From an optimization exercise on the open Yosys and OpenROAD flow, aimed at small area; shortcuts taken in it are not production practice.
RTL that was checked went through simulation tests only; none was proved equivalent to the original.
No activity file was given, so power comes from the tool's default toggle rates.

==> build 11 <==
// fifo_net_top
module fifo_net_top #(
    parameter int FIFO_DEPTH    = 4,
    parameter int VERSION_MAJOR = 4,
    parameter int VERSION_MINOR = 14,
    parameter int DEVICE_ID     = 3
) (
    input  wire                                 clk,
    input  wire                                 rst,
    input  wire                                 i_rx_valid,
    output logic                                o_rx_ready,
    input  wire [63:0]                          i_rx_data,
    output logic                                o_tx_valid,
    input  wire                                 i_tx_ready,
    output logic [fifo_net_pkg::DATA_W-1:0]     o_tx_data,
    output logic [1:0]                          o_tx_tag,
    output logic [fifo_net_pkg::CTX_W-1:0]      o_tx_ctx
);
==> module ctl_regs, before the edit <==
module ctl_regs #(
    parameter int VERSION_MAJOR = 0,
    parameter int VERSION_MINOR = 0,
    parameter int DEVICE_ID     = 0
) (
    input  wire                                 clk,
    input  wire                                 rst,
    input  wire                                 i_cmd_valid,     
    input  wire [63:0]                          i_cmd,
    input  wire                                 i_resp_ready,    
    output logic                                o_resp_valid,
    output logic [fifo_net_pkg::RESP_W-1:0]     o_resp
);
    localparam logic [127:0] RW_INIT = 128'hefcd;
    logic [127:0] ro;
    logic [143:0] ro_ext;
    logic [127:0] rw;
    logic [15:0]  addr;
    logic [3:0]   o;
    logic         in_range;
    logic         rd_cmd;
    logic         wr_cmd;
    logic [15:0]  send_cnt;
    logic         cnt_fire;
    logic [15:0]  cnt_dec;
    logic [15:0]  ro_rd;
    logic [15:0]  rw_rd;
    logic [15:0]  rd_data;
    logic [3:0]   ei;
    logic [7:0]   e_val;
    logic [7:0]   o_val;
    logic [15:0]  lane_en;
    logic [7:0]   v_par [2];
    logic [7:0]   m_par [2];
    logic [127:0] de;
    logic [127:0] dv;
    always_comb begin
        ro        = '0;
        ro[15:0]  = 16'hab89;
        ro[63:32] = 32'd16;
        ro[71:64] = 8'(VERSION_MAJOR);
        ro[79:72] = 8'(VERSION_MINOR);
        ro[87:80] = 8'(DEVICE_ID);
    end
    assign ro_ext = {16'h0000, ro};
    assign addr     = i_cmd[31:16];
    assign o        = addr[3:0];
    assign in_range = (addr[13:4] == 10'd0);
    assign rd_cmd   = i_cmd_valid & i_cmd[12] & ~addr[14];
    assign wr_cmd   = i_cmd_valid & i_cmd[13] & ~addr[14] & addr[15] & in_range;
    assign send_cnt = rw[47:32];
    assign cnt_fire = ~i_cmd_valid & i_resp_ready & rw[17] & (send_cnt != 16'h0000);
    assign cnt_dec  = send_cnt - 16'd1;
    assign ei    = {1'b0, o[3:1]} + {3'b000, o[0]};
    assign e_val = ei[3] ? 8'h00 : rw[ei[2:0]*16 +: 8];
    assign o_val = rw[o[3:1]*16 + 8 +: 8];
    assign rw_rd = o[0] ? {e_val, o_val} : {o_val, e_val};
    assign ro_rd = ro_ext[o*8 +: 16];
    assign rd_data = addr[15] ? rw_rd : ro_rd;
    always_comb begin
        for (int b = 0; b < 16; b++) begin
            lane_en[b] = wr_cmd & ((o == 4'(b)) | ((b > 0) && (o == 4'(b - 1))));
        end
    end
    assign v_par[0] = o[0] ? i_cmd[63:56] : i_cmd[55:48];
    assign v_par[1] = o[0] ? i_cmd[55:48] : i_cmd[63:56];
    assign m_par[0] = o[0] ? i_cmd[47:40] : i_cmd[39:32];
    assign m_par[1] = o[0] ? i_cmd[39:32] : i_cmd[47:40];
    always_comb begin
        for (int j = 0; j < 128; j++) begin
            de[j] = rst | (lane_en[j / 8] & m_par[(j / 8) % 2][j % 8]);
            dv[j] = rst ? RW_INIT[j] : v_par[(j / 8) % 2][j % 8];
            if (j >= 32 && j < 48) begin
                de[j] = de[j] | cnt_fire;
                if (!rst && cnt_fire) dv[j] = cnt_dec[j - 32];
            end
        end
    end
    always_ff @(posedge clk) begin
        for (int j = 0; j < 128; j++) begin
            if (de[j]) rw[j] <= dv[j];
        end
    end
    always_ff @(posedge clk) begin
        if (rst) begin
            o_resp_valid <= 1'b0;
        end else begin
            o_resp_valid <= rd_cmd | cnt_fire | (o_resp_valid & ~i_resp_ready);
        end
    end
    always_ff @(posedge clk) begin
        if (i_resp_ready) begin
            if (i_cmd_valid) begin
                if (in_range) o_resp <= {1'b0, addr[15], o, rd_data};
                else          o_resp <= {1'b1, 1'b0, o, rd_data[15:11], addr[15], addr[13:4]};
            end else begin
                o_resp <= {1'b1, 1'b1, 4'he, send_cnt};
            end
        end
    end
endmodule
make LEC_CHECK=0 CAP_MARGIN=20 CORE_MARGIN=2 CORE_UTILIZATION=60 CTS_BUF_LIST=sky130_fd_sc_hd__clkbuf_4 SLEW_MARGIN=20 finish   # period 6.0 ns
run.sh (not shown) runs the stock make flow with config.mk's settings and CLKGATE_MAP_FILE= SYNTH_SCRIPT=/design/flow/synth_recipe.tcl, a recipe that flattens the netlist after the stock synthesis.
==> build 71 (differences from build 11) <==
--- a/flow/design.v
+++ b/flow/design.v
@@ -24,8 +24,8 @@
     output logic [fifo_net_pkg::RESP_W-1:0]     o_resp
 );
     localparam logic [127:0] RW_INIT = 128'hefcd;
-    logic [127:0] ro;
-    logic [143:0] ro_ext;
+    localparam logic [127:0] RO      = {40'd0, 8'(DEVICE_ID), 8'(VERSION_MINOR), 8'(VERSION_MAJOR),
+                                        32'd16, 16'h0000, 16'hab89};
     logic [127:0] rw;
     logic [15:0]  addr;
     logic [3:0]   o;
@@ -35,26 +35,23 @@
     logic [15:0]  send_cnt;
     logic         cnt_fire;
     logic [15:0]  cnt_dec;
-    logic [15:0]  ro_rd;
-    logic [15:0]  rw_rd;
-    logic [15:0]  rd_data;
+    logic [3:0]   os;                                    
+    logic         bs;                                    
     logic [3:0]   ei;
     logic [7:0]   e_val;
     logic [7:0]   o_val;
+    logic [7:0]   ed;                                    
+    logic [7:0]   od;                                    
+    logic [7:0]   e_ro;
+    logic [7:0]   o_ro;
+    logic [15:0]  rd_data;
     logic [15:0]  lane_en;
+    logic [15:0]  lane_de;
     logic [7:0]   v_par [2];
     logic [7:0]   m_par [2];
+    logic [7:0]   m_de  [2];
     logic [127:0] de;
     logic [127:0] dv;
-    always_comb begin
-        ro        = '0;
-        ro[15:0]  = 16'hab89;
-        ro[63:32] = 32'd16;
-        ro[71:64] = 8'(VERSION_MAJOR);
-        ro[79:72] = 8'(VERSION_MINOR);
-        ro[87:80] = 8'(DEVICE_ID);
-    end
-    assign ro_ext = {16'h0000, ro};
     assign addr     = i_cmd[31:16];
     assign o        = addr[3:0];
     assign in_range = (addr[13:4] == 10'd0);
@@ -63,27 +60,43 @@
     assign send_cnt = rw[47:32];
     assign cnt_fire = ~i_cmd_valid & i_resp_ready & rw[17] & (send_cnt != 16'h0000);
     assign cnt_dec  = send_cnt - 16'd1;
-    assign ei    = {1'b0, o[3:1]} + {3'b000, o[0]};
-    assign e_val = ei[3] ? 8'h00 : rw[ei[2:0]*16 +: 8];
-    assign o_val = rw[o[3:1]*16 + 8 +: 8];
-    assign rw_rd = o[0] ? {e_val, o_val} : {o_val, e_val};
-    assign ro_rd = ro_ext[o*8 +: 16];
-    assign rd_data = addr[15] ? rw_rd : ro_rd;
+    assign os = i_cmd_valid ? o : 4'd4;
+    assign bs = i_cmd_valid ? addr[15] : 1'b1;
+    assign ei = {1'b0, os[3:1]} + {3'b000, os[0]};
+    always_comb begin
+        e_val = '0;
+        o_val = '0;
+        for (int i = 0; i < 8; i++) begin
+            ed[i] = (ei == 4'(i));
+            od[i] = (os[3:1] == 3'(i));
+            e_val = e_val | (rw[16*i +: 8] & {8{bs & ed[i]}});
+            o_val = o_val | (rw[16*i + 8 +: 8] & {8{bs & od[i]}});
+        end
+        e_ro = '0;
+        o_ro = '0;
+        for (int i = 0; i < 8; i++) begin
+            e_ro = e_ro | (RO[16*i +: 8] & {8{~bs & ed[i]}});
+            o_ro = o_ro | (RO[16*i + 8 +: 8] & {8{~bs & od[i]}});
+        end
+    end
+    assign rd_data = os[0] ? {e_val | e_ro, o_val | o_ro} : {o_val | o_ro, e_val | e_ro};
     always_comb begin
         for (int b = 0; b < 16; b++) begin
-            lane_en[b] = wr_cmd & ((o == 4'(b)) | ((b > 0) && (o == 4'(b - 1))));
+            lane_en[b] = wr_cmd & ((b % 2 == 0) ? ed[b / 2] : od[b / 2]);
+            lane_de[b] = lane_en[b] | rst | ((b == 4 || b == 5) && cnt_fire);
         end
     end
     assign v_par[0] = o[0] ? i_cmd[63:56] : i_cmd[55:48];
     assign v_par[1] = o[0] ? i_cmd[55:48] : i_cmd[63:56];
     assign m_par[0] = o[0] ? i_cmd[47:40] : i_cmd[39:32];
     assign m_par[1] = o[0] ? i_cmd[39:32] : i_cmd[47:40];
+    assign m_de[0]  = m_par[0] | {8{rst | cnt_fire}};
+    assign m_de[1]  = m_par[1] | {8{rst | cnt_fire}};
     always_comb begin
         for (int j = 0; j < 128; j++) begin
-            de[j] = rst | (lane_en[j / 8] & m_par[(j / 8) % 2][j % 8]);
+            de[j] = lane_de[j / 8] & m_de[(j / 8) % 2][j % 8];
             dv[j] = rst ? RW_INIT[j] : v_par[(j / 8) % 2][j % 8];
             if (j >= 32 && j < 48) begin
-                de[j] = de[j] | cnt_fire;
                 if (!rst && cnt_fire) dv[j] = cnt_dec[j - 32];
             end
         end
@@ -102,12 +115,9 @@
     end
     always_ff @(posedge clk) begin
         if (i_resp_ready) begin
-            if (i_cmd_valid) begin
-                if (in_range) o_resp <= {1'b0, addr[15], o, rd_data};
-                else          o_resp <= {1'b1, 1'b0, o, rd_data[15:11], addr[15], addr[13:4]};
-            end else begin
-                o_resp <= {1'b1, 1'b1, 4'he, send_cnt};
-            end
+            if (!i_cmd_valid)   o_resp <= {1'b1, 1'b1, 4'he, rd_data};
+            else if (in_range)  o_resp <= {1'b0, addr[15], o, rd_data};
+            else                o_resp <= {1'b1, 1'b0, o, rd_data[15:11], addr[15], addr[13:4]};
         end
     end
 endmodule
==> flow/flow/run.sh (new file) <==
#!/bin/bash
# The standard ORFS layout with three changes:
#  - the liberty mapping step of synthesis uses an area-oriented ABC script (flow/area.abc);
#    everything else in synthesis is the standard flow's own script, so the registers are the same
#  - port buffers use the smallest buffer
#  - clock tree synthesis builds larger sink clusters without dummy loads
# Every tool's output goes to logs under orfs/logs; make's own output to standard.log.
set -euo pipefail
here=$(pwd)
{
  cat <<EOF
proc abc {args} {
  set i [lsearch \$args -script]
  if {\$i >= 0} { lset args [expr {\$i + 1}] $here/flow/area.abc }
  yosys abc {*}\$args
}
EOF
  cat synth_recipe.tcl
} > area_synth.tcl
sed "s#SYNTH_SCRIPT=[^ ]*synth_recipe.tcl#SYNTH_SCRIPT=$here/area_synth.tcl#" standard.sh > area_standard.sh
grep -q "SYNTH_SCRIPT=$here/area_synth.tcl" area_standard.sh
export BUFFER_PORTS_ARGS="-buffer_cell sky130_fd_sc_hd__buf_1"
export CTS_ARGS="-sink_clustering_enable -repair_clock_nets -dont_use_dummy_load -sink_clustering_size 16 -sink_clustering_max_diameter 80 -buf_list sky130_fd_sc_hd__clkbuf_8"
bash area_standard.sh > standard.log 2>&1
==> flow/flow/area.abc (new file) <==
strash
dch -f
amap -F 4 -A 10
==> flow/standard.sh (new file) <==
#!/bin/bash
# synth_recipe.tcl (not shown) runs the flow's synth.tcl, then flattens the netlist and writes it again
# the make line also repeats each setting of config.mk as NAME=value (left out here)
make -C /OpenROAD-flow-scripts/flow DESIGN_CONFIG=/design/flow/config.mk WORK_HOME=/design/flow/orfs CLKGATE_MAP_FILE= SYNTH_SCRIPT=/design/flow/synth_recipe.tcl "${@:-finish}"
- CORE_UTILIZATION: 60 -> 70
- CTS_BUF_LIST: sky130_fd_sc_hd__clkbuf_4 -> default
removed: flow/run.sh
==> trial 6 (differences from build 11) <==
--- a/flow/design.v
+++ b/flow/design.v
@@ -24,8 +24,8 @@
     output logic [fifo_net_pkg::RESP_W-1:0]     o_resp
 );
     localparam logic [127:0] RW_INIT = 128'hefcd;
-    logic [127:0] ro;
-    logic [143:0] ro_ext;
+    localparam logic [127:0] RO      = {40'd0, 8'(DEVICE_ID), 8'(VERSION_MINOR), 8'(VERSION_MAJOR),
+                                        32'd16, 16'h0000, 16'hab89};
     logic [127:0] rw;
     logic [15:0]  addr;
     logic [3:0]   o;
@@ -35,26 +35,23 @@
     logic [15:0]  send_cnt;
     logic         cnt_fire;
     logic [15:0]  cnt_dec;
-    logic [15:0]  ro_rd;
-    logic [15:0]  rw_rd;
-    logic [15:0]  rd_data;
+    logic [3:0]   os;                                    
+    logic         bs;                                    
     logic [3:0]   ei;
     logic [7:0]   e_val;
     logic [7:0]   o_val;
+    logic [7:0]   ed;                                    
+    logic [7:0]   od;                                    
+    logic [7:0]   e_ro;
+    logic [7:0]   o_ro;
+    logic [15:0]  rd_data;
     logic [15:0]  lane_en;
+    logic [15:0]  lane_de;
     logic [7:0]   v_par [2];
     logic [7:0]   m_par [2];
+    logic [7:0]   m_de  [2];
     logic [127:0] de;
     logic [127:0] dv;
-    always_comb begin
-        ro        = '0;
-        ro[15:0]  = 16'hab89;
-        ro[63:32] = 32'd16;
-        ro[71:64] = 8'(VERSION_MAJOR);
-        ro[79:72] = 8'(VERSION_MINOR);
-        ro[87:80] = 8'(DEVICE_ID);
-    end
-    assign ro_ext = {16'h0000, ro};
     assign addr     = i_cmd[31:16];
     assign o        = addr[3:0];
     assign in_range = (addr[13:4] == 10'd0);
@@ -63,27 +60,43 @@
     assign send_cnt = rw[47:32];
     assign cnt_fire = ~i_cmd_valid & i_resp_ready & rw[17] & (send_cnt != 16'h0000);
     assign cnt_dec  = send_cnt - 16'd1;
-    assign ei    = {1'b0, o[3:1]} + {3'b000, o[0]};
-    assign e_val = ei[3] ? 8'h00 : rw[ei[2:0]*16 +: 8];
-    assign o_val = rw[o[3:1]*16 + 8 +: 8];
-    assign rw_rd = o[0] ? {e_val, o_val} : {o_val, e_val};
-    assign ro_rd = ro_ext[o*8 +: 16];
-    assign rd_data = addr[15] ? rw_rd : ro_rd;
+    assign os = i_cmd_valid ? o : 4'd4;
+    assign bs = i_cmd_valid ? addr[15] : 1'b1;
+    assign ei = {1'b0, os[3:1]} + {3'b000, os[0]};
+    always_comb begin
+        e_val = '0;
+        o_val = '0;
+        for (int i = 0; i < 8; i++) begin
+            ed[i] = (ei == 4'(i));
+            od[i] = (os[3:1] == 3'(i));
+            e_val = e_val | (rw[16*i +: 8] & {8{bs & ed[i]}});
+            o_val = o_val | (rw[16*i + 8 +: 8] & {8{bs & od[i]}});
+        end
+        e_ro = '0;
+        o_ro = '0;
+        for (int i = 0; i < 8; i++) begin
+            e_ro = e_ro | (RO[16*i +: 8] & {8{~bs & ed[i]}});
+            o_ro = o_ro | (RO[16*i + 8 +: 8] & {8{~bs & od[i]}});
+        end
+    end
+    assign rd_data = os[0] ? {e_val | e_ro, o_val | o_ro} : {o_val | o_ro, e_val | e_ro};
     always_comb begin
         for (int b = 0; b < 16; b++) begin
-            lane_en[b] = wr_cmd & ((o == 4'(b)) | ((b > 0) && (o == 4'(b - 1))));
+            lane_en[b] = wr_cmd & ((b % 2 == 0) ? ed[b / 2] : od[b / 2]);
+            lane_de[b] = lane_en[b] | rst | ((b == 4 || b == 5) && cnt_fire);
         end
     end
     assign v_par[0] = o[0] ? i_cmd[63:56] : i_cmd[55:48];
     assign v_par[1] = o[0] ? i_cmd[55:48] : i_cmd[63:56];
     assign m_par[0] = o[0] ? i_cmd[47:40] : i_cmd[39:32];
     assign m_par[1] = o[0] ? i_cmd[39:32] : i_cmd[47:40];
+    assign m_de[0]  = m_par[0] | {8{rst | cnt_fire}};
+    assign m_de[1]  = m_par[1] | {8{rst | cnt_fire}};
     always_comb begin
         for (int j = 0; j < 128; j++) begin
-            de[j] = rst | (lane_en[j / 8] & m_par[(j / 8) % 2][j % 8]);
+            de[j] = lane_de[j / 8] & m_de[(j / 8) % 2][j % 8];
             dv[j] = rst ? RW_INIT[j] : v_par[(j / 8) % 2][j % 8];
             if (j >= 32 && j < 48) begin
-                de[j] = de[j] | cnt_fire;
                 if (!rst && cnt_fire) dv[j] = cnt_dec[j - 32];
             end
         end
@@ -102,12 +115,9 @@
     end
     always_ff @(posedge clk) begin
         if (i_resp_ready) begin
-            if (i_cmd_valid) begin
-                if (in_range) o_resp <= {1'b0, addr[15], o, rd_data};
-                else          o_resp <= {1'b1, 1'b0, o, rd_data[15:11], addr[15], addr[13:4]};
-            end else begin
-                o_resp <= {1'b1, 1'b1, 4'he, send_cnt};
-            end
+            if (!i_cmd_valid)   o_resp <= {1'b1, 1'b1, 4'he, rd_data};
+            else if (in_range)  o_resp <= {1'b0, addr[15], o, rd_data};
+            else                o_resp <= {1'b1, 1'b0, o, rd_data[15:11], addr[15], addr[13:4]};
         end
     end
 endmodule
==> flow/flow/run.sh (new file) <==
#!/bin/bash
# The standard ORFS layout with three changes:
#  - the liberty mapping step of synthesis uses an area-oriented ABC script (flow/area.abc);
#    everything else in synthesis is the standard flow's own script, so the registers are the same
#  - port buffers use the smallest buffer
#  - clock tree synthesis builds larger sink clusters without dummy loads
# Every tool's output goes to logs under orfs/logs; make's own output to standard.log.
set -euo pipefail
here=$(pwd)
{
  cat <<EOF
proc abc {args} {
  set i [lsearch \$args -script]
  if {\$i >= 0} { lset args [expr {\$i + 1}] $here/flow/area.abc }
  yosys abc {*}\$args
}
EOF
  cat synth_recipe.tcl
} > area_synth.tcl
sed "s#SYNTH_SCRIPT=[^ ]*synth_recipe.tcl#SYNTH_SCRIPT=$here/area_synth.tcl#" standard.sh > area_standard.sh
grep -q "SYNTH_SCRIPT=$here/area_synth.tcl" area_standard.sh
export BUFFER_PORTS_ARGS="-buffer_cell sky130_fd_sc_hd__buf_1"
export CTS_ARGS="-sink_clustering_enable -repair_clock_nets -dont_use_dummy_load -sink_clustering_size 30 -sink_clustering_max_diameter 60 -buf_list sky130_fd_sc_hd__clkbuf_16"
bash area_standard.sh > standard.log 2>&1
==> flow/flow/area.abc (new file) <==
strash
&get -n
&deepsyn -T 30
&put
dc2
dch -f
amap -F 8 -A 20
==> flow/standard.sh (new file) <==
#!/bin/bash
# synth_recipe.tcl (not shown) runs the flow's synth.tcl, then flattens the netlist and writes it again
# the make line also repeats each setting of config.mk as NAME=value (left out here)
make -C /OpenROAD-flow-scripts/flow DESIGN_CONFIG=/design/flow/config.mk WORK_HOME=/design/flow/orfs CLKGATE_MAP_FILE= SYNTH_SCRIPT=/design/flow/synth_recipe.tcl "${@:-finish}"
- CORE_UTILIZATION: 60 -> 70
- CTS_BUF_LIST: sky130_fd_sc_hd__clkbuf_4 -> default
removed: flow/run.sh
==> trial 62 (differences from build 11) <==
- CORE_UTILIZATION: 60 -> 70
- CTS_BUF_LIST: sky130_fd_sc_hd__clkbuf_4 -> sky130_fd_sc_hd__clkbuf_2 sky130_fd_sc_hd__clkbuf_4
- CTS_CLUSTER_SIZE: default -> 30
==> comparison <==
Synthesized area is the same in build 11 and trial 62. Via count: trial 6 is lower than build 11 (about 7%). Total power: build 71 < trial 6 < build 11 < trial 62. In build 11 the first-iteration DRC count is smaller than in build 71, by 34%. Against build 71, the critical path depth of trial 6 is lower by 4. The lowest cell count belongs to trial 6, the highest to build 11.
No functional check of the RTL was part of build 11 and trial 62.

==> separate check: timing with driven ports <==
How much do the figures lean on ideal ports? The routed layouts below were timed once more, with nothing changed but the port constraints. Step 1 (the two cells are an assumption about what drives the block):
set clk [get_ports {clk}]
set_driving_cell -lib_cell sky130_fd_sc_hd__clkbuf_16 $clk
set_driving_cell -lib_cell sky130_fd_sc_hd__buf_2 [delete_from_list [all_inputs] $clk]
Step 2 adds t to the input delays and takes it off the output delays; t is the mean of the earliest and latest rising clock arrival at the registers after step 1. Input paths then give back, and output paths get back, about the clock's delay inside the block. a / b / c = ideal ports / drivers / drivers and shift; a / b = the first two.
run | shift t [ns] | setup WS [ns] | clock arrival spread, ns | slew at the worst register clock pin (ns) | cell pins on the clock port's net
build 11 | 0.783 | 0.784 / 0.731 / 1.217 | 0.076 / 0.077 | 0.08 / 0.08 | 1
build 71 | 0.617 | 1.004 / 1.023 / 0.405 | 0.077 / 0.077 | 0.12 / 0.12 | 1
trial 6 | 0.579 | 0.641 / 0.593 / 0.327 | 0.058 / 0.059 | 0.10 / 0.10 | 1
trial 62 | 0.774 | 0.713 / 0.668 / 0.981 | 0.067 / 0.066 | 0.08 / 0.08 | 1
After both steps setup and hold are still met in every run listed. The setup slack of build 71, which loses most, moves by +0.019 ns with the drivers and by -0.599 ns with both steps.
